From an optimization exercise on the open Yosys and OpenROAD flow, aimed at small area, a short achievable clock period and few clock cycles per item; shortcuts taken in it are not production practice. Function was checked by simulation only, so behaviour that the tests miss may differ from the original. Power figures rest on the tool's default switching activity, not on a simulated workload.

File: constraint.sdc
create_clock -name core_clock -period 15.0 [get_ports {clk}]
set_input_delay 3.0000 -clock core_clock [delete_from_list [all_inputs] [get_ports {clk}]]
set_output_delay 3.0000 -clock core_clock [all_outputs]
set_load 0.01 [all_outputs]
File: run.sh
#!/bin/bash
# synth_recipe.tcl (not shown) runs the flow's synth.tcl, then flattens the netlist and writes it again
# the make line also repeats each setting of config.mk as NAME=value (left out here)
make -C /OpenROAD-flow-scripts/flow DESIGN_CONFIG=/design/flow/config.mk WORK_HOME=/design/flow/orfs CLKGATE_MAP_FILE= SYNTH_SCRIPT=/design/flow/synth_recipe.tcl finish
File: design.v
package cpmt_pkg;
  localparam int MAX_MARKS_DEF  = 64;
  localparam int COORD_BITS     = 11;
  localparam int SCORE_BITS     = 16;
  localparam int SLOT_BITS      = 6;
  localparam int COUNT_BITS     = 7;
  localparam int REQ_BITS       = 2;
  localparam int MD_BITS        = 8;
  localparam int CFG_IDX_BITS   = 3;
  localparam int CFG_DATA_BITS  = COORD_BITS + 1;
  localparam int RES_BITS       = 3 + SLOT_BITS + 2 * COORD_BITS + 1 + COUNT_BITS;
  localparam int RESQ_DEPTH     = 4;
  localparam int REGION_END_RST = 1 << COORD_BITS;
  localparam int MERGE_DIST_RST = 10;
  localparam logic [1:0] REQ_OFFER = 2'd0;
  localparam logic [1:0] REQ_READ  = 2'd1;
  localparam logic [1:0] REQ_CLEAR = 2'd2;
  localparam logic [2:0] ACT_INSERTED = 3'd0;
  localparam logic [2:0] ACT_REPLACED = 3'd1;
  localparam logic [2:0] ACT_KEPT     = 3'd2;
  localparam logic [2:0] ACT_DROPPED  = 3'd3;
  localparam logic [2:0] ACT_OUTSIDE  = 3'd4;
  localparam logic [2:0] ACT_READ     = 3'd5;
  localparam logic [2:0] ACT_CLEARED  = 3'd6;
endpackage
import cpmt_pkg::*;
module cpmt_cmd_fifo
(
  input  logic                clk,
  input  logic                rst_n,
  input  logic                push,
  input  logic [RES_BITS-1:0] din,
  input  logic                pop,
  output logic [RES_BITS-1:0] dout,
  output logic                empty
);
  logic [RES_BITS-1:0] q_r [0:RESQ_DEPTH-1];
  logic [RESQ_DEPTH-1:0] occ_r, occ_nxt;
  logic                  do_pop;
  assign do_pop = pop && occ_r[0];
  always_comb begin
    occ_nxt = occ_r;
    if (push && !do_pop)      occ_nxt = {occ_r[RESQ_DEPTH-2:0], 1'b1};
    else if (do_pop && !push) occ_nxt = {1'b0, occ_r[RESQ_DEPTH-1:1]};
  end
  always_ff @(posedge clk) begin
    if (!rst_n) begin
      occ_r <= '0;
      empty <= 1'b1;
    end else begin
      occ_r <= occ_nxt;
      empty <= !occ_nxt[0];
    end
  end
  for (genvar i = 0; i < RESQ_DEPTH; i++) begin : g_q
    logic held, held_next;
    assign held      = occ_r[i];
    assign held_next = (i + 1 < RESQ_DEPTH) ? occ_r[(i + 1) % RESQ_DEPTH] : 1'b0;
    always_ff @(posedge clk) begin
      if (do_pop) begin
        if (held_next)       q_r[i] <= q_r[(i + 1) % RESQ_DEPTH];
        else if (held)       q_r[i] <= din;
      end else if (!held && (i == 0 || occ_r[(i + RESQ_DEPTH - 1) % RESQ_DEPTH])) begin
        q_r[i] <= din;
      end
    end
  end
  assign dout = q_r[0];
endmodule
import cpmt_pkg::*;
module cpmt_front
(
  input  logic                      clk,
  input  logic                      rst_n,
  input  logic                      cfg_we,
  input  logic [CFG_IDX_BITS-1:0]   cfg_index,
  input  logic [CFG_DATA_BITS-1:0]  cfg_data,
  output logic [COORD_BITS-1:0]     x_start,
  output logic [COORD_BITS:0]       x_end,
  output logic [COORD_BITS-1:0]     y_start,
  output logic [COORD_BITS:0]       y_end,
  output logic [MD_BITS-1:0]        md_m1,     
  output logic                      md_zero    
);
  logic [MD_BITS-1:0] merge_dist_r;
  always_ff @(posedge clk) begin
    if (!rst_n) begin
      x_start      <= '0;
      x_end        <= (COORD_BITS+1)'(REGION_END_RST);
      y_start      <= '0;
      y_end        <= (COORD_BITS+1)'(REGION_END_RST);
      merge_dist_r <= MD_BITS'(MERGE_DIST_RST);
    end else if (cfg_we) begin
      case (cfg_index)
        3'd0: x_start      <= cfg_data[COORD_BITS-1:0];
        3'd1: x_end        <= cfg_data[COORD_BITS:0];
        3'd2: y_start      <= cfg_data[COORD_BITS-1:0];
        3'd3: y_end        <= cfg_data[COORD_BITS:0];
        3'd4: merge_dist_r <= cfg_data[MD_BITS-1:0];
        default: ;
      endcase
    end
  end
  always_ff @(posedge clk) begin
    if (!rst_n) begin
      md_m1   <= MD_BITS'(MERGE_DIST_RST - 1);
      md_zero <= 1'b0;
    end else begin
      md_m1   <= merge_dist_r - 1'b1;
      md_zero <= (merge_dist_r == '0);
    end
  end
endmodule
import cpmt_pkg::*;
module cpmt_back
#(
  parameter int N = MAX_MARKS_DEF
) (
  input  logic                    clk,
  input  logic                    rst_n,
  input  logic                    c_v,
  input  logic [REQ_BITS-1:0]     c_req,
  input  logic [COORD_BITS-1:0]   c_x,
  input  logic [COORD_BITS-1:0]   c_y,
  input  logic [SCORE_BITS-1:0]   c_score,
  input  logic [SLOT_BITS-1:0]    c_slot,
  input  logic [COORD_BITS-1:0]   x_start,
  input  logic [COORD_BITS:0]     x_end,
  input  logic [COORD_BITS-1:0]   y_start,
  input  logic [COORD_BITS:0]     y_end,
  input  logic [MD_BITS-1:0]      md_m1,
  input  logic                    md_zero,
  output logic                    res_v,
  output logic [RES_BITS-1:0]     res
);
  localparam int CW = COORD_BITS;
  function automatic logic ge_c(input logic [COORD_BITS-1:0] a, input logic [COORD_BITS-1:0] b);
    logic c;
    c = 1'b1;
    for (int i = 0; i < COORD_BITS; i++) c = (a[i] & ~b[i]) | ((a[i] | ~b[i]) & c);
    ge_c = c;
  endfunction
  function automatic logic gt_s(input logic [SCORE_BITS-1:0] a, input logic [SCORE_BITS-1:0] b);
    logic c;
    c = 1'b0;
    for (int i = 0; i < SCORE_BITS; i++) c = (a[i] & ~b[i]) | ((a[i] | ~b[i]) & c);
    gt_s = c;
  endfunction
  logic [CW-1:0]         mx [0:N-1];
  logic [CW-1:0]         my [0:N-1];
  logic [SCORE_BITS-1:0] ms [0:N-1];
  logic [N-1:0]          held_r;      
  logic [COUNT_BITS-1:0] count_r;
  logic                  r_v;
  logic [1:0]            r_kind;      
  logic [CW-1:0]         r_x, r_y;
  logic [SCORE_BITS-1:0] r_score;
  logic [SLOT_BITS-1:0]  r_slot;
  logic [N-1:0]          r_hit, r_higher;
  logic                  r_fhit, r_fhigher;
  logic [N-1:0]          wl_r;        
  logic          outside;
  logic [1:0]    c_kind;
  logic [CW:0]   xlo_s, ylo_s;        
  logic [CW:0]   xhi_s, yhi_s;        
  logic [CW-1:0] xlo, xhi, ylo, yhi;
  logic [N-1:0]  c_hit, c_higher;
  logic          c_fhit, c_fhigher;
  assign outside = (c_x < x_start) || ({1'b0, c_x} >= x_end) ||
                   (c_y < y_start) || ({1'b0, c_y} >= y_end);
  always_comb begin
    unique case (c_req)
      REQ_OFFER: c_kind = outside ? 2'd3 : 2'd0;
      REQ_READ:  c_kind = 2'd1;
      REQ_CLEAR: c_kind = 2'd2;
      default:   c_kind = 2'd3;
    endcase
  end
  assign xlo_s = {1'b0, c_x} - {4'b0, md_m1};
  assign ylo_s = {1'b0, c_y} - {4'b0, md_m1};
  assign xhi_s = {1'b0, c_x} + {4'b0, md_m1};
  assign yhi_s = {1'b0, c_y} + {4'b0, md_m1};
  assign xlo   = xlo_s[CW] ? '0 : xlo_s[CW-1:0];
  assign ylo   = ylo_s[CW] ? '0 : ylo_s[CW-1:0];
  assign xhi   = xhi_s[CW] ? '1 : xhi_s[CW-1:0];
  assign yhi   = yhi_s[CW] ? '1 : yhi_s[CW-1:0];
  for (genvar k = 0; k < N; k++) begin : g_cmp
    assign c_hit[k]    = !md_zero && ge_c(mx[k], xlo) && ge_c(xhi, mx[k]) &&
                                     ge_c(my[k], ylo) && ge_c(yhi, my[k]);
    assign c_higher[k] = gt_s(c_score, ms[k]);
  end
  assign c_fhit    = !md_zero && ge_c(r_x, xlo) && ge_c(xhi, r_x) &&
                                 ge_c(r_y, ylo) && ge_c(yhi, r_y);
  assign c_fhigher = gt_s(c_score, r_score);
  always_ff @(posedge clk) begin
    if (!rst_n) r_v <= 1'b0;
    else        r_v <= c_v;
  end
  always_ff @(posedge clk) begin
    r_kind    <= c_kind;
    r_x       <= c_x;
    r_y       <= c_y;
    r_score   <= c_score;
    r_slot    <= c_slot;
    r_hit     <= c_hit;
    r_higher  <= c_higher;
    r_fhit    <= c_fhit;
    r_fhigher <= c_fhigher;
  end
  logic [N-1:0] hit, higher, prior, first, ins_slot, wmask, sel, rd_dec;
  logic         is_offer, is_read, is_clear, any_hit, repl, room, rd_held;
  logic [SLOT_BITS-1:0] first_idx;
  logic [CW-1:0] sx, sy;
  assign is_offer = r_v && (r_kind == 2'd0);
  assign is_read  = (r_kind == 2'd1);
  assign is_clear = r_v && (r_kind == 2'd2);
  assign hit    = held_r & ((wl_r & {N{r_fhit}}) | (~wl_r & r_hit));
  assign higher = (wl_r & {N{r_fhigher}}) | (~wl_r & r_higher);
  always_comb begin
    prior[0] = 1'b0;
    for (int k = 1; k < N; k++) prior[k] = prior[k-1] | hit[k-1];
  end
  assign first    = hit & ~prior;
  assign any_hit  = |hit;
  assign repl     = |(first & higher);
  assign room     = !held_r[N-1];
  assign ins_slot = ~held_r & {held_r[N-2:0], 1'b1};
  assign wmask    = {N{is_offer}} & ((first & higher) | ({N{!any_hit}} & ins_slot));
  always_comb begin
    first_idx = '0;
    for (int k = 0; k < N; k++) if (first[k]) first_idx = first_idx | SLOT_BITS'(k);
  end
  always_comb begin
    for (int k = 0; k < N; k++) rd_dec[k] = (r_slot == SLOT_BITS'(k));
  end
  assign rd_held = |(rd_dec & held_r);
  assign sel     = is_read ? rd_dec : first;
  always_comb begin
    sx = '0;
    sy = '0;
    for (int k = 0; k < N; k++) begin
      sx = sx | (mx[k] & {CW{sel[k]}});
      sy = sy | (my[k] & {CW{sel[k]}});
    end
  end
  for (genvar k = 0; k < N; k++) begin : g_mark
    always_ff @(posedge clk) begin
      if (wmask[k]) begin
        mx[k] <= r_x;
        my[k] <= r_y;
        ms[k] <= r_score;
      end
    end
  end
  always_ff @(posedge clk) begin
    wl_r <= wmask;
    if (!rst_n || is_clear) begin
      held_r  <= '0;
      count_r <= '0;
    end else begin
      held_r <= held_r | wmask;
      if (is_offer && !any_hit && room) count_r <= count_r + 1'b1;
    end
  end
  logic [2:0]            a;
  logic [SLOT_BITS-1:0]  sl;
  logic [CW-1:0]         ex, ey;
  logic                  ev;
  logic [COUNT_BITS-1:0] cnt;
  always_comb begin
    a   = ACT_OUTSIDE;
    sl  = '0;
    ex  = '0;
    ey  = '0;
    ev  = 1'b0;
    cnt = count_r;
    unique case (r_kind)
      2'd0: begin
        if (any_hit) begin
          a  = repl ? ACT_REPLACED : ACT_KEPT;
          sl = first_idx;
          ex = repl ? r_x : sx;
          ey = repl ? r_y : sy;
          ev = 1'b1;
        end else if (room) begin
          a   = ACT_INSERTED;
          sl  = count_r[SLOT_BITS-1:0];
          ex  = r_x;
          ey  = r_y;
          ev  = 1'b1;
          cnt = count_r + 1'b1;
        end else begin
          a = ACT_DROPPED;
        end
      end
      2'd1: begin
        a  = ACT_READ;
        sl = r_slot;
        if (rd_held) begin
          ex = sx;
          ey = sy;
          ev = 1'b1;
        end
      end
      2'd2: begin
        a   = ACT_CLEARED;
        cnt = '0;
      end
      default: ;
    endcase
  end
  assign res_v = r_v;
  assign res   = {a, sl, ex, ey, ev, cnt};
endmodule
import cpmt_pkg::*;
module corner_point_merge_table
#(
  parameter int MAX_MARKS = MAX_MARKS_DEF
) (
  input  logic                      clk,
  input  logic                      rst_n,
  input  logic                      in_push,
  output logic                      in_full,
  input  logic [REQ_BITS-1:0]       in_req_type,
  input  logic [COORD_BITS-1:0]     in_point_x,
  input  logic [COORD_BITS-1:0]     in_point_y,
  input  logic [SCORE_BITS-1:0]     in_point_score,
  input  logic [SLOT_BITS-1:0]      in_read_slot,
  output logic                      out_empty,
  input  logic                      out_pop,
  output logic [2:0]                out_action,
  output logic [SLOT_BITS-1:0]      out_slot_index,
  output logic [COORD_BITS-1:0]     out_entry_x,
  output logic [COORD_BITS-1:0]     out_entry_y,
  output logic                      out_entry_valid,
  output logic [COUNT_BITS-1:0]     out_mark_count,
  input  logic                      cfg_we,
  input  logic [CFG_IDX_BITS-1:0]   cfg_index,
  input  logic [CFG_DATA_BITS-1:0]  cfg_data
);
  logic [COORD_BITS-1:0] x_start, y_start;
  logic [COORD_BITS:0]   x_end, y_end;
  logic [MD_BITS-1:0]    md_m1;
  logic                  md_zero;
  cpmt_front u_front (
    .clk       (clk),
    .rst_n     (rst_n),
    .cfg_we    (cfg_we),
    .cfg_index (cfg_index),
    .cfg_data  (cfg_data),
    .x_start   (x_start),
    .x_end     (x_end),
    .y_start   (y_start),
    .y_end     (y_end),
    .md_m1     (md_m1),
    .md_zero   (md_zero)
  );
  logic [RESQ_DEPTH-1:0] fl_r, fl_nxt;
  logic                  take, res_pop;
  assign take    = in_push && !in_full;
  assign res_pop = out_pop && !out_empty;
  always_comb begin
    fl_nxt = fl_r;
    if (take && !res_pop)      fl_nxt = {fl_r[RESQ_DEPTH-2:0], 1'b1};
    else if (res_pop && !take) fl_nxt = {1'b0, fl_r[RESQ_DEPTH-1:1]};
  end
  always_ff @(posedge clk) begin
    if (!rst_n) begin
      fl_r    <= '0;
      in_full <= 1'b0;
    end else begin
      fl_r    <= fl_nxt;
      in_full <= fl_nxt[RESQ_DEPTH-1];
    end
  end
  logic                  s0_v;
  logic [REQ_BITS-1:0]   s0_req;
  logic [COORD_BITS-1:0] s0_x, s0_y;
  logic [SCORE_BITS-1:0] s0_score;
  logic [SLOT_BITS-1:0]  s0_slot;
  always_ff @(posedge clk) begin
    if (!rst_n) s0_v <= 1'b0;
    else        s0_v <= take;
  end
  always_ff @(posedge clk) begin
    s0_req   <= in_req_type;
    s0_x     <= in_point_x;
    s0_y     <= in_point_y;
    s0_score <= in_point_score;
    s0_slot  <= in_read_slot;
  end
  logic                res_v;
  logic [RES_BITS-1:0] res, q_out;
  cpmt_back #(
    .N (MAX_MARKS)
  ) u_back (
    .clk     (clk),
    .rst_n   (rst_n),
    .c_v     (s0_v),
    .c_req   (s0_req),
    .c_x     (s0_x),
    .c_y     (s0_y),
    .c_score (s0_score),
    .c_slot  (s0_slot),
    .x_start (x_start),
    .x_end   (x_end),
    .y_start (y_start),
    .y_end   (y_end),
    .md_m1   (md_m1),
    .md_zero (md_zero),
    .res_v   (res_v),
    .res     (res)
  );
  cpmt_cmd_fifo u_resq (
    .clk   (clk),
    .rst_n (rst_n),
    .push  (res_v),
    .din   (res),
    .pop   (out_pop),
    .dout  (q_out),
    .empty (out_empty)
  );
  assign {out_action, out_slot_index, out_entry_x, out_entry_y, out_entry_valid,
          out_mark_count} = q_out;
endmodule
File: config.mk
export PLATFORM = sky130hd
export DESIGN_NAME = corner_point_merge_table
export DESIGN_NICKNAME = corner_point_merge_table
export VERILOG_FILES = /design/flow/design.v
export SDC_FILE = /design/flow/constraint.sdc
export NUM_CORES = 4
export LEC_CHECK = 0
export CAP_MARGIN = 20
export CORE_MARGIN = 2
export CORE_UTILIZATION = 30
export SLEW_MARGIN = 20
==> impl_metrics.csv <==
group,metric,value,unit
drt,routedWlPerCell,37.10,um
drt,dr.pass1.iters,13,
critical_path,slowest_delay,0.95,ns
critical_path,worstSetupPathType,"register to register",
floorplan,io-pin-count,107,
yosys,synth_edf_count,2588,
placement,io_buffers,106,
critical_path,reg2regPathDepth,15,
power_and_ir_drop,powerDensity,112.6,nW/um^2
timing,fin_crit_sh,55.11,%
yosys,syn_area_per_cell,10.66,um^2
yosys,synth_xor_area_share,0.1400,%
power_and_ir_drop,vdd_drop_max,0.09644,mV
drt,drc_errors,0,
timing,tightestPinTransition,1.325,ns
global_routing,antenna_found_initial,85,
worst_hold_path,hold_path_depth,0,
layout,nFillCells,53590,
layout,syn2layout_area_growth,14.49,%
yosys,synth_top_family_by_area,"compound AO/OA/AOI/OAI gates",
clocking,clk_latency,1.09,ns
yosys,syn_nets,15410,
yosys,yosysUniqueCellTypes,112,
yosys,yosys-top-cells-count,"2,588 x edfxtp_1, 1,163 x nor2_1, 1,160 x maj3_1, 1,134 x nand2_1, 1,003 x a21oi_1",
critical_path,path_max_fanout,40,
timing,slew_viol_final,0,
global_routing,grt_pass1_wl,1134,mm
power_and_ir_drop,pwr-share-clk,41.5,%
clocking,htreeDepth,5,
timing,max-slew-margin-rel,11.67,%
yosys,synth_top_area_cell,"edfxtp_1",
floorplan,fp.dieW,740.3,um
power_and_ir_drop,p_leak,60.22,nW
power_and_ir_drop,power_frac_seq,44.2,%
global_routing,grt_pass1_vias,131100,
global_routing,track_usage,29.32,%
clocking,cts.sink_count,3019,
power_and_ir_drop,switchingPower,0.006025,W
placement,dp_hpwl,593.7,mm
timing,hold_viol_final,0,
yosys,syn_inst,15260,
layout,drive_gt1_share,10.54,%
yosys,synth_top_area_share,47.78,%
drt,drt_iter0_markers,27770,
drt,vias_per_cell,6.447,
critical_path,r2r-end,"u_resq.q_r[0][16]",
yosys,synth_adder_area_share,7.901,%
global_routing,grt_overflow,0,
clocking,cts-root-buf,"clkbuf_16",
timing,setup_viol,0,
run,max-cap-violations,0,
clocking,postCtsSetupRepairBufs,0,
yosys,synth.area.top_cells,"edfxtp_1 48%, maj3_1 7.1%, dfxtp_1 5.3%",
run_status,status,"complete, no violations",
yosys,synth-seq-area-share,53.08,%
timing,clock.fmax,0.1210,GHz
yosys,ys_warn_count,8,
critical_path,crit_arrival,9.04,ns
floorplan,dieArea,548100,um^2
drt,ant_nets,0,
clocking,clock_path_buffers,4,
power_and_ir_drop,swShare,28.73,%
timing,min_period,8.267,ns
placement,gp_congestion,1.078,
floorplan,die_h,740.3,um
critical_path,reg2reg_slack,6.73,ns
critical_path,critPathSlowestCell,"nor4_2",
yosys,ys.flop_type,"edfxtp_1",
clocking,post_cts_resized,0,
worst_hold_path,min-delay-start,"s0_y[0]",
worst_hold_path,hold_path.class,"register to register",
yosys,yosysMostFrequentCell,"edfxtp_1",
layout,nets,15320,
critical_path,required,15.77,ns
power_and_ir_drop,comb_power_share,14.2,%
critical_path,cpMostUsedCell,"buf_4",
worst_hold_path,whs_endpoint,"u_back.r_y[0]",
drt,via_count,146800,
clocking,cts_buffers,346,
floorplan,start_util,30.09,%
clocking,cts_tree,"done",
yosys,synthSimpleGateAreaFrac,11.48,%
clocking,path_clk_slew,0.06,ns
timing,fin_skew,0.09763,ns
floorplan,rows,270,
timing,tns,0,ns
timing,whs,0.4184,ns
critical_path,endpoint_kind,"register",
yosys,synth_area,162700,um^2
yosys,synth-seq-cells,3019,
drt,drt_wl_total,844.7,mm
critical_path,startpoint_type,"register",
critical_path,crit_chain,"buf_4 > mux2_2 > a222oi_1 > and4_1 > buf_4 > nand3_4 > buf_4 > nor4_1 > or2_2 > a22oi_1 > nand4_1 > nor4_2 > nand4_1 > a22o_1 > mux2_2",
critical_path,r2r-start,"u_back.r_fhit",
clocking,hold_buffers,0,
yosys,synth-compound-area-share,22.09,%
yosys,muxShareOfSynthArea,1.194,%
floorplan,core_area,540500,um^2
power_and_ir_drop,internal_power,0.01495,W
timing,rsz0062_at_grt,"false",
yosys,async_reset_ff_share,0,%
global_routing,grt_max_degree,182,
worst max-delay path: cells and delay by family, from the launching register on:
kind	cells	cell delay, ns
simple gates	7	3.49
buf+inv	3	1.42
compound gates	3	1.35
flops	1	0.92
mux	2	0.60
worst max path at each step:
stage | from | endpoint | cells past startpoint
2_1_floorplan | out_pop | u_resq.q_r[2][0] | 3
3_3_place_gp | u_back.r_fhit | u_resq.q_r[0][16] | 15
3_5_place_dp | u_back.r_fhit | u_resq.q_r[1][9] | 16
4_1_cts | u_back.r_fhit | u_resq.q_r[1][9] | 16
5_1_grt | u_back.r_fhit | u_resq.q_r[0][16] | 15
6_report | u_back.r_fhit | u_resq.q_r[0][16] | 15
logic make-up (layout without fill, tap and decap cells):
| group | after synthesis | in the layout |
|---|---|---|
| AO/OA/AOI/OAI | 5101 | 5101 |
| other | 0 | 102 |
| adder cells (fa/ha/maj) | 1258 | 1258 |
| buffers and inverters | 1732 | 1930 |
| AND/OR/NAND/NOR | 3945 | 3945 |
| XOR/XNOR | 26 | 26 |
| multiplexers | 180 | 180 |
| flip-flops | 3019 | 3019 |
routing by layer:
metal,vias to the layer above,share of wire (%),global-route usage (%)
met4,24,8.2,19.60
met5,-,0.018,0.02621
met3,2595,13,9.350
met1,72520,38,38.05
met2,11750,40,41.61
li1,59910,-,-
sequential cells by signal (all words and copies together), names as in the netlist, 16 cells and up:
signal / flops
s0_score: 16
u_back.ms: 1024
u_back.my: 704
u_back.r_hit: 64
u_back.mx: 704
u_back.r_score: 16
u_back.r_higher: 64
u_back.held_r: 64
u_back.wl_r: 64
u_resq.q_r: 156
through the flow:
step / setup slack, ns / cells / cell area (um^2) / total power (W) / util [%]
CTS: 7.347 / 22660 / 185900 / 0.02088 / 34.39
detailed placement: 7.398 / 22020 / 174600 / 0.01228 / 32.30
global placement: 7.164 / 22020 / 174500 / 0.01227 / 32.28
global route: 7.080 / 22710 / 186100 / 0.02142 / 34.43
finish: 6.733 / 22770 / 186200 / 0.02097 / 34.45
floorplan: 8.314 / 15260 / 162700 / 0.01105 / -
layout make-up:
type,count,area [um^2],area share [%]
inverter,637,2407,1.293
timing repair buffer,655,5296,2.844
sequential,3019,86470,46.43
multi-input combinational,10510,71490,38.39
tap,7208,9019,4.843
clock buffer,482,9578,5.143
antenna,102,255.2,0.1371
clock inverter,156,1713,0.9198
layout by cell type, fill, tap and decap left out, types with 92 or more instances in the layout:
cell and instances:
a211oi_1 132, a21o_1 123, a21oi_1 970, a221oi_1 269, a222oi_1 201, a22o_1 156, a22oi_1 535, a31oi_1 262
buf_4 531, clkbuf_1 103, clkbuf_16 353, clkdlybuf4s50_1 106, dfxtp_1 370, diode_2 102, edfxtp_1 2588, inv_1 620
maj3_1 1160, mux2_2 112, nand2_1 1128, nand2b_1 230, nand3_1 238, nand4_1 142, nor2_1 1124, nor2b_1 202
nor3_1 271, o211ai_1 121, o21ai_0 735, o221ai_1 217, o22ai_1 317, o31ai_1 92, or3_1 92
power by group through the flow:
stage	registers, W	clock network, W	logic (W)
finish	0.00928	0.00871	0.00299
global route	0.00928	0.00908	0.00306
CTS	0.00927	0.00877	0.00284
detailed placement	0.00945	0	0.00283
global placement	0.00945	0	0.00282
floorplan	0.00942	0	0.00163
Testbench counts, summed over its fixed seeds: cycles 6,384, items 6,360.

## port drivers added, routing unchanged
The results above use ideal ports. As a check the final layout listed here was re-extracted and re-timed, cells and wires unchanged. Step 1: set_driving_cell puts a clkbuf_16 on clk and a buf_2 on each other input, an assumption about the parent block. Step 2 times the ports against the registers' clock, not the clock port: input delays grow and output delays shrink by t, the midpoint of the rising clock arrivals with the driver on. a / b / c = no drivers / after step 1 / after step 2; a / b = the first two.
shift t [ns]: 1.145
slack for setup (ns): 6.733 / 6.733 / 6.733
worst register clock-pin slew, ns: 0.08 / 0.08
worst slew at a driven data input, ns: 0.10
cell pins on the clock port's net: 1
After both steps this run still meets setup and hold. For this run, drivers alone change the setup slack by 0.000 ns; drivers and shift together by 0.000 ns.
